This design comes from an exercise in tuning for small area, a short achievable clock period and few clock cycles per item on the open sky130 flow, not from production work.
Only simulation tests tie the RTL to the original design; equivalence was not proved.
Power and IR drop assume default switching activity.

==> job 8173: inputs <==
==> flow/design.v <==
`default_nettype none
package lpht_pkg;
  localparam int unsigned KEY_W    = 31;
  localparam int unsigned PAY_W    = 32;
  localparam int unsigned SLOT_W   = 6;
  localparam int unsigned STATUS_W = 2;
  typedef enum logic {
    OP_INSERT = 1'b0,
    OP_LOOKUP = 1'b1
  } op_e;
  typedef enum logic [STATUS_W-1:0] {
    ST_INSERTED  = 2'd0,
    ST_FOUND     = 2'd1,
    ST_NOT_FOUND = 2'd2,
    ST_FULL      = 2'd3
  } status_e;
endpackage
`default_nettype wire
`default_nettype none
module lpht_mod_unit #(
  parameter int unsigned N = 64
) (
  input  logic [N-1:0]         req_i,
  input  logic [$clog2(N)-1:0] start_i,
  output logic [N-1:0]         gnt_o,
  output logic                 any_o
);
  localparam int unsigned LG = $clog2(N);
  logic [N-1:0] mask;    
  logic [N-1:0] hi;      
  logic [N-1:0] pre_hi [LG+1];
  logic [N-1:0] pre_all [LG+1];
  logic [N-1:0] before_hi, before_all;
  logic         any_hi;
  always_comb begin
    for (int i = 0; i < N; i++) begin
      mask[i] = (i >= start_i);
    end
  end
  assign hi = req_i & mask;
  assign pre_hi[0]  = hi;
  assign pre_all[0] = req_i;
  for (genvar l = 0; l < LG; l++) begin : g_lvl
    for (genvar i = 0; i < N; i++) begin : g_bit
      if (i >= (1 << l)) begin : g_or
        assign pre_hi[l+1][i]  = pre_hi[l][i]  | pre_hi[l][i-(1<<l)];
        assign pre_all[l+1][i] = pre_all[l][i] | pre_all[l][i-(1<<l)];
      end else begin : g_pass
        assign pre_hi[l+1][i]  = pre_hi[l][i];
        assign pre_all[l+1][i] = pre_all[l][i];
      end
    end
  end
  assign before_hi  = {pre_hi[LG][N-2:0], 1'b0};
  assign before_all = {pre_all[LG][N-2:0], 1'b0};
  assign any_hi     = pre_hi[LG][N-1];
  assign gnt_o = req_i & ~(before_hi | (~mask & ({N{any_hi}} | before_all)));
  assign any_o = pre_all[LG][N-1];
endmodule
`default_nettype wire
`default_nettype none
module lpht_seq #(
  parameter int unsigned TABLE_SIZE = 64,
  parameter int unsigned CAP        = 4
) (
  input  logic                          clk_i,
  input  logic                          rst_ni,
  input  logic                          in_valid_i,
  output logic                          in_ready_o,
  output logic                          acc_o,
  input  logic                          res_valid_i,
  input  logic                          res_lookup_i,
  input  logic                          res_any_i,
  input  logic [TABLE_SIZE-1:0]         res_gnt_i,
  input  logic [TABLE_SIZE-1:0]         used_i,
  output logic [TABLE_SIZE-1:0]         rd_sel_o,
  input  logic [lpht_pkg::PAY_W-1:0]    rd_payload_i,
  output logic                          out_valid_o,
  input  logic                          out_ready_i,
  output logic [lpht_pkg::STATUS_W-1:0] out_status_o,
  output logic [lpht_pkg::SLOT_W-1:0]   out_slot_o,
  output logic [lpht_pkg::PAY_W-1:0]    out_found_payload_o
);
  localparam int unsigned IDX_W = $clog2(TABLE_SIZE);
  localparam int unsigned QD    = CAP - 1;           
  localparam int unsigned QW    = $clog2(QD);
  localparam int unsigned CW    = $clog2(CAP + 1);
  localparam int unsigned EW    = lpht_pkg::STATUS_W + lpht_pkg::SLOT_W;
  logic          rdy_q;
  logic [CW-1:0] cnt_q, cnt_d;
  logic          take, o_free;
  assign in_ready_o = rdy_q;
  assign acc_o      = in_valid_i & rdy_q;
  assign take       = out_valid_o & out_ready_i;
  assign o_free     = !out_valid_o | out_ready_i;
  always_comb begin
    cnt_d = cnt_q;
    if (acc_o && !take) cnt_d = cnt_q + 1'b1;
    if (!acc_o && take) cnt_d = cnt_q - 1'b1;
  end
  always_ff @(posedge clk_i or negedge rst_ni) begin
    if (!rst_ni) begin
      cnt_q <= '0;
      rdy_q <= 1'b0;
    end else begin
      cnt_q <= cnt_d;
      rdy_q <= (cnt_d < CW'(CAP));
    end
  end
  logic [TABLE_SIZE-1:0]         hit;
  logic                          found;
  logic [IDX_W-1:0]              enc;
  logic [lpht_pkg::STATUS_W-1:0] r_status;
  logic [lpht_pkg::SLOT_W-1:0]   r_slot;
  assign hit   = res_gnt_i & used_i & {TABLE_SIZE{res_lookup_i}};
  assign found = |hit;
  always_comb begin
    enc = '0;
    for (int i = 0; i < TABLE_SIZE; i++) begin
      if (res_gnt_i[i]) enc = enc | IDX_W'(i);
    end
  end
  always_comb begin
    if (!res_lookup_i) begin
      r_status = res_any_i ? lpht_pkg::ST_INSERTED : lpht_pkg::ST_FULL;
      r_slot   = lpht_pkg::SLOT_W'(enc);
    end else begin
      r_status = found ? lpht_pkg::ST_FOUND : lpht_pkg::ST_NOT_FOUND;
      r_slot   = found ? lpht_pkg::SLOT_W'(enc) : '0;
    end
  end
  logic [EW-1:0] q_mem [QD];
  logic [QW-1:0] q_wp, q_rp;
  logic [QW:0]   q_n;
  logic          q_empty, push, pop;
  logic [EW-1:0] head, src;
  logic          src_valid;
  logic          head_found;
  logic [TABLE_SIZE-1:0] head_sel;
  assign q_empty   = (q_n == '0);
  assign head      = q_mem[q_rp];
  assign src       = q_empty ? {r_status, r_slot} : head;
  assign src_valid = !q_empty | res_valid_i;
  assign pop       = !q_empty & o_free;
  assign push      = res_valid_i & !(q_empty & o_free);
  assign head_found = (head[EW-1:lpht_pkg::SLOT_W] == lpht_pkg::ST_FOUND);
  always_comb begin
    for (int i = 0; i < TABLE_SIZE; i++) begin
      head_sel[i] = head_found & (head[lpht_pkg::SLOT_W-1:0] == lpht_pkg::SLOT_W'(i));
    end
  end
  assign rd_sel_o = q_empty ? hit : head_sel;
  always_ff @(posedge clk_i or negedge rst_ni) begin
    if (!rst_ni) begin
      q_wp <= '0;
      q_rp <= '0;
      q_n  <= '0;
    end else begin
      if (push) q_wp <= (q_wp == QW'(QD - 1)) ? '0 : q_wp + 1'b1;
      if (pop)  q_rp <= (q_rp == QW'(QD - 1)) ? '0 : q_rp + 1'b1;
      if (push && !pop) q_n <= q_n + 1'b1;
      if (!push && pop) q_n <= q_n - 1'b1;
    end
  end
  always_ff @(posedge clk_i) begin
    if (push) q_mem[q_wp] <= {r_status, r_slot};
  end
  logic                          ov_q;
  logic [lpht_pkg::STATUS_W-1:0] ost_q;
  logic [lpht_pkg::SLOT_W-1:0]   oslot_q;
  logic [lpht_pkg::PAY_W-1:0]    opay_q;
  always_ff @(posedge clk_i or negedge rst_ni) begin
    if (!rst_ni) begin
      ov_q <= 1'b0;
    end else if (o_free) begin
      ov_q <= src_valid;
    end
  end
  always_ff @(posedge clk_i) begin
    if (o_free) begin
      ost_q   <= src[EW-1:lpht_pkg::SLOT_W];
      oslot_q <= src[lpht_pkg::SLOT_W-1:0];
      opay_q  <= rd_payload_i;
    end
  end
  assign out_valid_o         = ov_q;
  assign out_status_o        = ost_q;
  assign out_slot_o          = oslot_q;
  assign out_found_payload_o = opay_q;
endmodule
`default_nettype wire
`default_nettype none
module lpht_datapath #(
  parameter int unsigned TABLE_SIZE = 64
) (
  input  logic                          clk_i,
  input  logic                          rst_ni,
  input  logic                          acc_i,
  input  logic                          in_operation_i,
  input  logic [lpht_pkg::KEY_W-1:0]    in_key_i,
  input  logic [lpht_pkg::PAY_W-1:0]    in_payload_i,
  output logic                          res_valid_o,
  output logic                          res_lookup_o,
  output logic                          res_any_o,
  output logic [TABLE_SIZE-1:0]         res_gnt_o,
  output logic [TABLE_SIZE-1:0]         used_o,
  input  logic [TABLE_SIZE-1:0]         rd_sel_i,
  output logic [lpht_pkg::PAY_W-1:0]    rd_payload_o
);
  localparam int unsigned IDX_W = $clog2(TABLE_SIZE);
  logic [TABLE_SIZE-1:0]      used_q;
  logic [lpht_pkg::KEY_W-1:0] key_q [TABLE_SIZE];
  logic [lpht_pkg::PAY_W-1:0] pay_q [TABLE_SIZE];
  logic                       req_valid_q;
  logic                       req_op_q;
  logic [lpht_pkg::KEY_W-1:0] req_key_q;
  logic [lpht_pkg::PAY_W-1:0] req_pay_q;
  logic [TABLE_SIZE-1:0]      req_stop_q;
  logic                       req_same_q;    
  logic [TABLE_SIZE-1:0] stop_in;
  for (genvar i = 0; i < TABLE_SIZE; i++) begin : g_cmp
    assign stop_in[i] = !used_q[i] | (in_operation_i & (key_q[i] == in_key_i));
  end
  always_ff @(posedge clk_i or negedge rst_ni) begin
    if (!rst_ni) begin
      req_valid_q <= 1'b0;
    end else begin
      req_valid_q <= acc_i;
    end
  end
  always_ff @(posedge clk_i) begin
    req_op_q   <= in_operation_i;
    req_key_q  <= in_key_i;
    req_pay_q  <= in_payload_i;
    req_stop_q <= stop_in;
    req_same_q <= (in_key_i == req_key_q);
  end
  logic [TABLE_SIZE-1:0] stop, gnt, newly;
  logic                  any, ins;
  logic                  last_ins_q;
  logic [TABLE_SIZE-1:0] gnt_q;
  assign newly = gnt_q & {TABLE_SIZE{last_ins_q}};
  assign stop  = (req_stop_q & ~newly) | (newly & {TABLE_SIZE{req_op_q & req_same_q}});
  lpht_mod_unit #(
    .N (TABLE_SIZE)
  ) u_find (
    .req_i   (stop),
    .start_i (req_key_q[IDX_W-1:0]),
    .gnt_o   (gnt),
    .any_o   (any)
  );
  assign ins = req_valid_q & (req_op_q == lpht_pkg::OP_INSERT);
  for (genvar i = 0; i < TABLE_SIZE; i++) begin : g_slot
    always_ff @(posedge clk_i) begin
      if (!used_q[i]) begin
        key_q[i] <= req_key_q;
        pay_q[i] <= req_pay_q;
      end
    end
  end
  always_ff @(posedge clk_i or negedge rst_ni) begin
    if (!rst_ni) begin
      used_q      <= '0;
      res_valid_o <= 1'b0;
      last_ins_q  <= 1'b0;
    end else begin
      used_q      <= used_q | (gnt & {TABLE_SIZE{ins}});
      res_valid_o <= req_valid_q;
      last_ins_q  <= ins;
    end
  end
  always_ff @(posedge clk_i) begin
    gnt_q        <= gnt;
    res_lookup_o <= req_op_q;
    res_any_o    <= any;
  end
  assign res_gnt_o = gnt_q;
  assign used_o    = used_q;
  always_comb begin
    rd_payload_o = '0;
    for (int i = 0; i < TABLE_SIZE; i++) begin
      if (rd_sel_i[i]) rd_payload_o = rd_payload_o | pay_q[i];
    end
  end
endmodule
`default_nettype wire
`default_nettype none
module linear_probe_hash_table_core #(
  parameter int unsigned TABLE_SIZE = 64
) (
  input  logic       clk_i,
  input  logic       rst_ni,
  input  logic                          in_valid_i,
  output logic                          in_ready_o,
  input  logic                          in_operation_i,
  input  logic [lpht_pkg::KEY_W-1:0]    in_key_i,
  input  logic [lpht_pkg::PAY_W-1:0]    in_payload_i,
  output logic                          out_valid_o,
  input  logic                          out_ready_i,
  output logic [lpht_pkg::STATUS_W-1:0] out_status_o,
  output logic [lpht_pkg::SLOT_W-1:0]   out_slot_o,
  output logic [lpht_pkg::PAY_W-1:0]    out_found_payload_o
);
  logic                       acc;
  logic                       res_valid;
  logic                       res_lookup;
  logic                       res_any;
  logic [TABLE_SIZE-1:0]      res_gnt;
  logic [TABLE_SIZE-1:0]      used;
  logic [TABLE_SIZE-1:0]      rd_sel;
  logic [lpht_pkg::PAY_W-1:0] rd_payload;
  lpht_seq #(
    .TABLE_SIZE (TABLE_SIZE)
  ) u_seq (
    .clk_i               (clk_i),
    .rst_ni              (rst_ni),
    .in_valid_i          (in_valid_i),
    .in_ready_o          (in_ready_o),
    .acc_o               (acc),
    .res_valid_i         (res_valid),
    .res_lookup_i        (res_lookup),
    .res_any_i           (res_any),
    .res_gnt_i           (res_gnt),
    .used_i              (used),
    .rd_sel_o            (rd_sel),
    .rd_payload_i        (rd_payload),
    .out_valid_o         (out_valid_o),
    .out_ready_i         (out_ready_i),
    .out_status_o        (out_status_o),
    .out_slot_o          (out_slot_o),
    .out_found_payload_o (out_found_payload_o)
  );
  lpht_datapath #(
    .TABLE_SIZE (TABLE_SIZE)
  ) u_dp (
    .clk_i          (clk_i),
    .rst_ni         (rst_ni),
    .acc_i          (acc),
    .in_operation_i (in_operation_i),
    .in_key_i       (in_key_i),
    .in_payload_i   (in_payload_i),
    .res_valid_o    (res_valid),
    .res_lookup_o   (res_lookup),
    .res_any_o      (res_any),
    .res_gnt_o      (res_gnt),
    .used_o         (used),
    .rd_sel_i       (rd_sel),
    .rd_payload_o   (rd_payload)
  );
endmodule
`default_nettype wire
==> flow/run.sh <==
#!/bin/bash
# synth_recipe.tcl (not shown) runs the flow's synth.tcl, then flattens the netlist and writes it again
# the make line also repeats each setting of config.mk as NAME=value (left out here)
make -C /OpenROAD-flow-scripts/flow DESIGN_CONFIG=/design/flow/config.mk WORK_HOME=/design/flow/orfs CLKGATE_MAP_FILE= SYNTH_SCRIPT=/design/flow/synth_recipe.tcl finish
==> flow/config.mk <==
export PLATFORM = sky130hd
export DESIGN_NAME = linear_probe_hash_table_core
export DESIGN_NICKNAME = linear_probe_hash_table_core
export VERILOG_FILES = /design/flow/design.v
export SDC_FILE = /design/flow/constraint.sdc
export NUM_CORES = 4
export LEC_CHECK = 0
export CAP_MARGIN = 20
export CORE_MARGIN = 2
export CORE_UTILIZATION = 60
export SETUP_SLACK_MARGIN = 5
export SLEW_MARGIN = 20
export SYNTH_MEMORY_MAX_BITS = 8192
==> flow/constraint.sdc <==
create_clock -name core_clock -period 10.0 [get_ports {clk_i}]
set_input_delay 2.0000 -clock core_clock [delete_from_list [all_inputs] [get_ports {clk_i}]]
set_output_delay 2.0000 -clock core_clock [all_outputs]
set_load 0.01 [all_outputs]
==> inputs of job 8133, as changes to job 8173 <==
==> flow/design.v, changed modules only <==
module lpht_seq #(
  parameter int unsigned TABLE_SIZE = 64,
  parameter int unsigned CAP        = 4
) (
  input  logic                          clk_i,
  input  logic                          rst_ni,
  input  logic                          in_valid_i,
  output logic                          in_ready_o,
  output logic                          acc_o,
  input  logic                          res_valid_i,
  input  logic                          res_lookup_i,
  input  logic                          res_any_i,
  input  logic [TABLE_SIZE-1:0]         res_hit_i,
  output logic [TABLE_SIZE-1:0]         rd_sel_o,
  input  logic [lpht_pkg::PAY_W-1:0]    rd_payload_i,
  output logic                          out_valid_o,
  input  logic                          out_ready_i,
  output logic [lpht_pkg::STATUS_W-1:0] out_status_o,
  output logic [lpht_pkg::SLOT_W-1:0]   out_slot_o,
  output logic [lpht_pkg::PAY_W-1:0]    out_found_payload_o
);
  localparam int unsigned IDX_W = $clog2(TABLE_SIZE);
  localparam int unsigned QD    = CAP - 1;           
  localparam int unsigned CW    = $clog2(CAP + 1);
  localparam int unsigned EW    = lpht_pkg::STATUS_W + lpht_pkg::SLOT_W;
  localparam int unsigned OW    = EW + lpht_pkg::PAY_W;
  logic          rdy_q;
  logic [CW-1:0] cnt_q, cnt_d;
  logic          take, o_free;
  assign in_ready_o = rdy_q;
  assign acc_o      = in_valid_i & rdy_q;
  assign take       = out_valid_o & out_ready_i;
  assign o_free     = !out_valid_o | out_ready_i;
  always_comb begin
    cnt_d = cnt_q;
    if (acc_o && !take) cnt_d = cnt_q + 1'b1;
    if (!acc_o && take) cnt_d = cnt_q - 1'b1;
  end
  always_ff @(posedge clk_i or negedge rst_ni) begin
    if (!rst_ni) begin
      cnt_q <= '0;
      rdy_q <= 1'b0;
    end else begin
      cnt_q <= cnt_d;
      rdy_q <= (cnt_d < CW'(CAP));
    end
  end
  logic [TABLE_SIZE-1:0]         hit;
  logic                          found;
  logic [IDX_W-1:0]              enc;
  logic [lpht_pkg::STATUS_W-1:0] r_status;
  logic [EW-1:0]                 r_ent;
  assign hit   = res_hit_i & {TABLE_SIZE{res_lookup_i}};
  assign found = |hit;
  always_comb begin
    enc = '0;
    for (int i = 0; i < TABLE_SIZE; i++) begin
      if (res_hit_i[i]) enc = enc | IDX_W'(i);
    end
  end
  always_comb begin
    if (!res_lookup_i) begin
      r_status = res_any_i ? lpht_pkg::ST_INSERTED : lpht_pkg::ST_FULL;
    end else begin
      r_status = found ? lpht_pkg::ST_FOUND : lpht_pkg::ST_NOT_FOUND;
    end
  end
  assign r_ent = {r_status, lpht_pkg::SLOT_W'(enc)};
  logic [EW-1:0]   q_mem [QD];
  logic [QD-1:0]   q_vld;
  logic            q_empty, push, pop;
  logic [EW-1:0]   src;
  logic            src_valid;
  logic            head_found;
  logic [TABLE_SIZE-1:0] head_sel;
  assign q_empty   = !q_vld[0];
  assign src       = q_empty ? r_ent : q_mem[0];
  assign src_valid = !q_empty | res_valid_i;
  assign pop       = !q_empty & o_free;
  assign push      = res_valid_i & !(q_empty & o_free);
  assign head_found = (q_mem[0][EW-1:lpht_pkg::SLOT_W] == lpht_pkg::ST_FOUND);
  always_comb begin
    for (int i = 0; i < TABLE_SIZE; i++) begin
      head_sel[i] = head_found & (q_mem[0][lpht_pkg::SLOT_W-1:0] == lpht_pkg::SLOT_W'(i));
    end
  end
  assign rd_sel_o = q_empty ? hit : head_sel;
  always_ff @(posedge clk_i or negedge rst_ni) begin
    if (!rst_ni) begin
      q_vld <= '0;
    end else begin
      for (int k = 0; k < QD; k++) begin
        if (pop) begin
          q_vld[k] <= ((k + 1 < QD) ? q_vld[(k + 1) % QD] : 1'b0) |
                      (push & q_vld[k]);
        end else begin
          q_vld[k] <= q_vld[k] | (push & ((k == 0) ? 1'b1 : q_vld[(k + QD - 1) % QD]));
        end
      end
    end
  end
  always_ff @(posedge clk_i) begin
    for (int k = 0; k < QD; k++) begin
      if (pop) begin
        if (push && q_vld[k] && !((k + 1 < QD) && q_vld[(k + 1) % QD])) begin
          q_mem[k] <= r_ent;
        end else if (k + 1 < QD) begin
          q_mem[k] <= q_mem[(k + 1) % QD];
        end
      end else if (push && !q_vld[k] && ((k == 0) || q_vld[(k + QD - 1) % QD])) begin
        q_mem[k] <= r_ent;
      end
    end
  end
  logic          ov_q;
  logic [OW-1:0] o_d, o_q, o_copy_q;
  assign o_d = o_free ? {src, rd_payload_i} : o_copy_q;
  always_ff @(posedge clk_i or negedge rst_ni) begin
    if (!rst_ni) begin
      ov_q <= 1'b0;
    end else if (o_free) begin
      ov_q <= src_valid;
    end
  end
  always_ff @(posedge clk_i) begin
    o_q <= o_d;
    if (o_free && src_valid) begin
      o_copy_q <= {src, rd_payload_i};
    end
  end
  assign out_valid_o         = ov_q;
  assign out_status_o        = o_q[OW-1:OW-lpht_pkg::STATUS_W];
  assign out_slot_o          = o_q[lpht_pkg::PAY_W+lpht_pkg::SLOT_W-1:lpht_pkg::PAY_W];
  assign out_found_payload_o = o_q[lpht_pkg::PAY_W-1:0];
endmodule
module lpht_datapath #(
  parameter int unsigned TABLE_SIZE = 64
) (
  input  logic                          clk_i,
  input  logic                          rst_ni,
  input  logic                          acc_i,
  input  logic                          in_operation_i,
  input  logic [lpht_pkg::KEY_W-1:0]    in_key_i,
  input  logic [lpht_pkg::PAY_W-1:0]    in_payload_i,
  output logic                          res_valid_o,
  output logic                          res_lookup_o,
  output logic                          res_any_o,
  output logic [TABLE_SIZE-1:0]         res_hit_o,
  input  logic [TABLE_SIZE-1:0]         rd_sel_i,
  output logic [lpht_pkg::PAY_W-1:0]    rd_payload_o
);
  localparam int unsigned IDX_W = $clog2(TABLE_SIZE);
  logic [TABLE_SIZE-1:0]      used_q;
  logic [lpht_pkg::KEY_W-1:0] key_q [TABLE_SIZE];
  logic [lpht_pkg::PAY_W-1:0] pay_q [TABLE_SIZE];
  logic                       req_valid_q;
  logic                       req_op_q;
  logic [lpht_pkg::KEY_W-1:0] req_key_q;
  logic [lpht_pkg::PAY_W-1:0] req_pay_q;
  logic [TABLE_SIZE-1:0]      req_stop_q;
  logic                       req_same_q;    
  logic [TABLE_SIZE-1:0] stop_in;
  for (genvar i = 0; i < TABLE_SIZE; i++) begin : g_cmp
    assign stop_in[i] = !used_q[i] | (in_operation_i & (key_q[i] == in_key_i));
  end
  always_ff @(posedge clk_i or negedge rst_ni) begin
    if (!rst_ni) begin
      req_valid_q <= 1'b0;
    end else begin
      req_valid_q <= acc_i;
    end
  end
  always_ff @(posedge clk_i) begin
    req_op_q   <= in_operation_i | !acc_i;
    req_key_q  <= in_key_i;
    req_pay_q  <= in_payload_i;
    req_stop_q <= stop_in;
    req_same_q <= (in_key_i == req_key_q);
  end
  logic [TABLE_SIZE-1:0] stop, gnt, hit;
  logic                  any, ins;
  logic [TABLE_SIZE-1:0] hit_q;
  assign stop = (req_stop_q & ~hit_q) | (hit_q & {TABLE_SIZE{req_op_q & req_same_q}});
  lpht_mod_unit #(
    .N (TABLE_SIZE)
  ) u_find (
    .req_i   (stop),
    .start_i (req_key_q[IDX_W-1:0]),
    .gnt_o   (gnt),
    .any_o   (any)
  );
  assign ins = (req_op_q == lpht_pkg::OP_INSERT);
  assign hit = gnt & (used_q | {TABLE_SIZE{ins}});
  for (genvar i = 0; i < TABLE_SIZE; i++) begin : g_slot
    always_ff @(posedge clk_i) begin
      if (!used_q[i]) begin
        key_q[i] <= req_key_q;
        pay_q[i] <= req_pay_q;
      end
    end
  end
  always_ff @(posedge clk_i or negedge rst_ni) begin
    if (!rst_ni) begin
      used_q      <= '0;
      res_valid_o <= 1'b0;
      hit_q       <= '0;
    end else begin
      used_q      <= used_q | (gnt & {TABLE_SIZE{ins}});
      res_valid_o <= req_valid_q;
      hit_q       <= hit;
    end
  end
  always_ff @(posedge clk_i) begin
    res_lookup_o <= req_op_q;
    res_any_o    <= any;
  end
  assign res_hit_o = hit_q;
  always_comb begin
    rd_payload_o = '0;
    for (int i = 0; i < TABLE_SIZE; i++) begin
      if (rd_sel_i[i]) rd_payload_o = rd_payload_o | pay_q[i];
    end
  end
endmodule
module linear_probe_hash_table_core #(
  parameter int unsigned TABLE_SIZE = 64
) (
  input  logic       clk_i,
  input  logic       rst_ni,
  input  logic                          in_valid_i,
  output logic                          in_ready_o,
  input  logic                          in_operation_i,
  input  logic [lpht_pkg::KEY_W-1:0]    in_key_i,
  input  logic [lpht_pkg::PAY_W-1:0]    in_payload_i,
  output logic                          out_valid_o,
  input  logic                          out_ready_i,
  output logic [lpht_pkg::STATUS_W-1:0] out_status_o,
  output logic [lpht_pkg::SLOT_W-1:0]   out_slot_o,
  output logic [lpht_pkg::PAY_W-1:0]    out_found_payload_o
);
  logic                       acc;
  logic                       res_valid;
  logic                       res_lookup;
  logic                       res_any;
  logic [TABLE_SIZE-1:0]      res_hit;
  logic [TABLE_SIZE-1:0]      rd_sel;
  logic [lpht_pkg::PAY_W-1:0] rd_payload;
  lpht_seq #(
    .TABLE_SIZE (TABLE_SIZE)
  ) u_seq (
    .clk_i               (clk_i),
    .rst_ni              (rst_ni),
    .in_valid_i          (in_valid_i),
    .in_ready_o          (in_ready_o),
    .acc_o               (acc),
    .res_valid_i         (res_valid),
    .res_lookup_i        (res_lookup),
    .res_any_i           (res_any),
    .res_hit_i           (res_hit),
    .rd_sel_o            (rd_sel),
    .rd_payload_i        (rd_payload),
    .out_valid_o         (out_valid_o),
    .out_ready_i         (out_ready_i),
    .out_status_o        (out_status_o),
    .out_slot_o          (out_slot_o),
    .out_found_payload_o (out_found_payload_o)
  );
  lpht_datapath #(
    .TABLE_SIZE (TABLE_SIZE)
  ) u_dp (
    .clk_i          (clk_i),
    .rst_ni         (rst_ni),
    .acc_i          (acc),
    .in_operation_i (in_operation_i),
    .in_key_i       (in_key_i),
    .in_payload_i   (in_payload_i),
    .res_valid_o    (res_valid),
    .res_lookup_o   (res_lookup),
    .res_any_o      (res_any),
    .res_hit_o      (res_hit),
    .rd_sel_i       (rd_sel),
    .rd_payload_o   (rd_payload)
  );
endmodule
==> flow/flow/run.sh (new file) <==
#!/bin/bash
# The standard layout, with timing repair aimed well below the clock period:
# the target period leaves several nanoseconds of slack, which repair would
# otherwise not use. The SDC and everything else are the standard flow's own.
set -euo pipefail
bash standard.sh SETUP_SLACK_MARGIN=6.4 finish > std_flow.log 2>&1
==> flow/standard.sh (new file) <==
#!/bin/bash
# synth_recipe.tcl (not shown) runs the flow's synth.tcl, then flattens the netlist and writes it again
# the make line also repeats each setting of config.mk as NAME=value (left out here)
make -C /OpenROAD-flow-scripts/flow DESIGN_CONFIG=/design/flow/config.mk WORK_HOME=/design/flow/orfs CLKGATE_MAP_FILE= SYNTH_SCRIPT=/design/flow/synth_recipe.tcl "${@:-finish}"
Settings changed: CTS_CLUSTER_DIAMETER set to 80, CTS_CLUSTER_SIZE set to 30, SETUP_SLACK_MARGIN 5 to not set, SLEW_MARGIN 20 to 60.
removed: flow/run.sh
==> results.txt <==
Post-layout minimum cycle time: job 8173 4950 ps; job 8133 3650 ps
Result of the run: job 8173 complete, no violations; job 8133 complete, no violations
Sequential element share of the synthesized area: job 8173 0.758; job 8133 0.758
Mapped Nets: job 8173 10,000; job 8133 10,000
End point of the critical path: job 8173 u_seq.opay_q[13]$_DFFE_PN_; job 8133 u_seq.o_q[26]$_DFF_P_
Relative area change from synthesis to final layout: job 8173 12.7%; job 8133 10.4%
Yosys warns: job 8173 7; job 8133 8
Multi-input logic portion of the cell area: job 8173 0.207; job 8133 0.210
Relative slew slack: job 8173 0.0823; job 8133 0.532
Required arrival time at the worst endpoint: job 8173 10,730 ps; job 8133 10,830 ps
Pre-CTS setup slack: job 8173 4610 ps; job 8133 5140 ps
Sequential Power: job 8173 24.7 mW; job 8133 24.5 mW
Upper clock frequency limit: job 8173 0.202 GHz; job 8133 0.274 GHz
Adder and majority cell fraction of the synthesized area: job 8173 0.000486; job 8133 0.000292
Library cell contributing the largest single delay on the critical path: job 8173 o22ai_4; job 8133 or4_1
Total Die Area: job 8173 288,000 µm²; job 8133 290,000 µm²
Total clock sinks: job 8173 4,370; job 8133 4,405
Testbench counts of job 8173, summed over its fixed seeds: cycles 2,592, ops 2,560.
Testbench counts of job 8133, summed over its fixed seeds: cycles 2,592, ops 2,560.

-- separate check: timing with driven ports --
How much do the figures lean on ideal ports? The routed layouts below were timed once more, with nothing changed but the port constraints. Step 1: set_driving_cell puts a clkbuf_16 on clk_i and a buf_2 on each other input, an assumption about the parent block. Step 2 also shifts input and output timing later by t, the mid clock arrival at the registers, as if the neighbouring blocks saw the same clock. Slacks: no drivers / after step 1 / after step 2; pairs: no drivers / after step 1.
run | shift t [ns] | slack for setup (ns) | worst setup path at the end | worst register clock-pin slew, ns | cell pins on the clock port's net
job 8173 | 1.068 | 5.052 / 5.052 / 4.318 | input to register | 0.07 / 0.07 | 1
job 8133 | 1.055 | 6.354 / 6.313 / 5.390 | input to register | 0.12 / 0.12 | 1
After both steps setup and hold are still met in every run listed. For job 8133, which loses most, drivers alone change the setup slack by -0.041 ns; drivers and shift together by -0.964 ns.
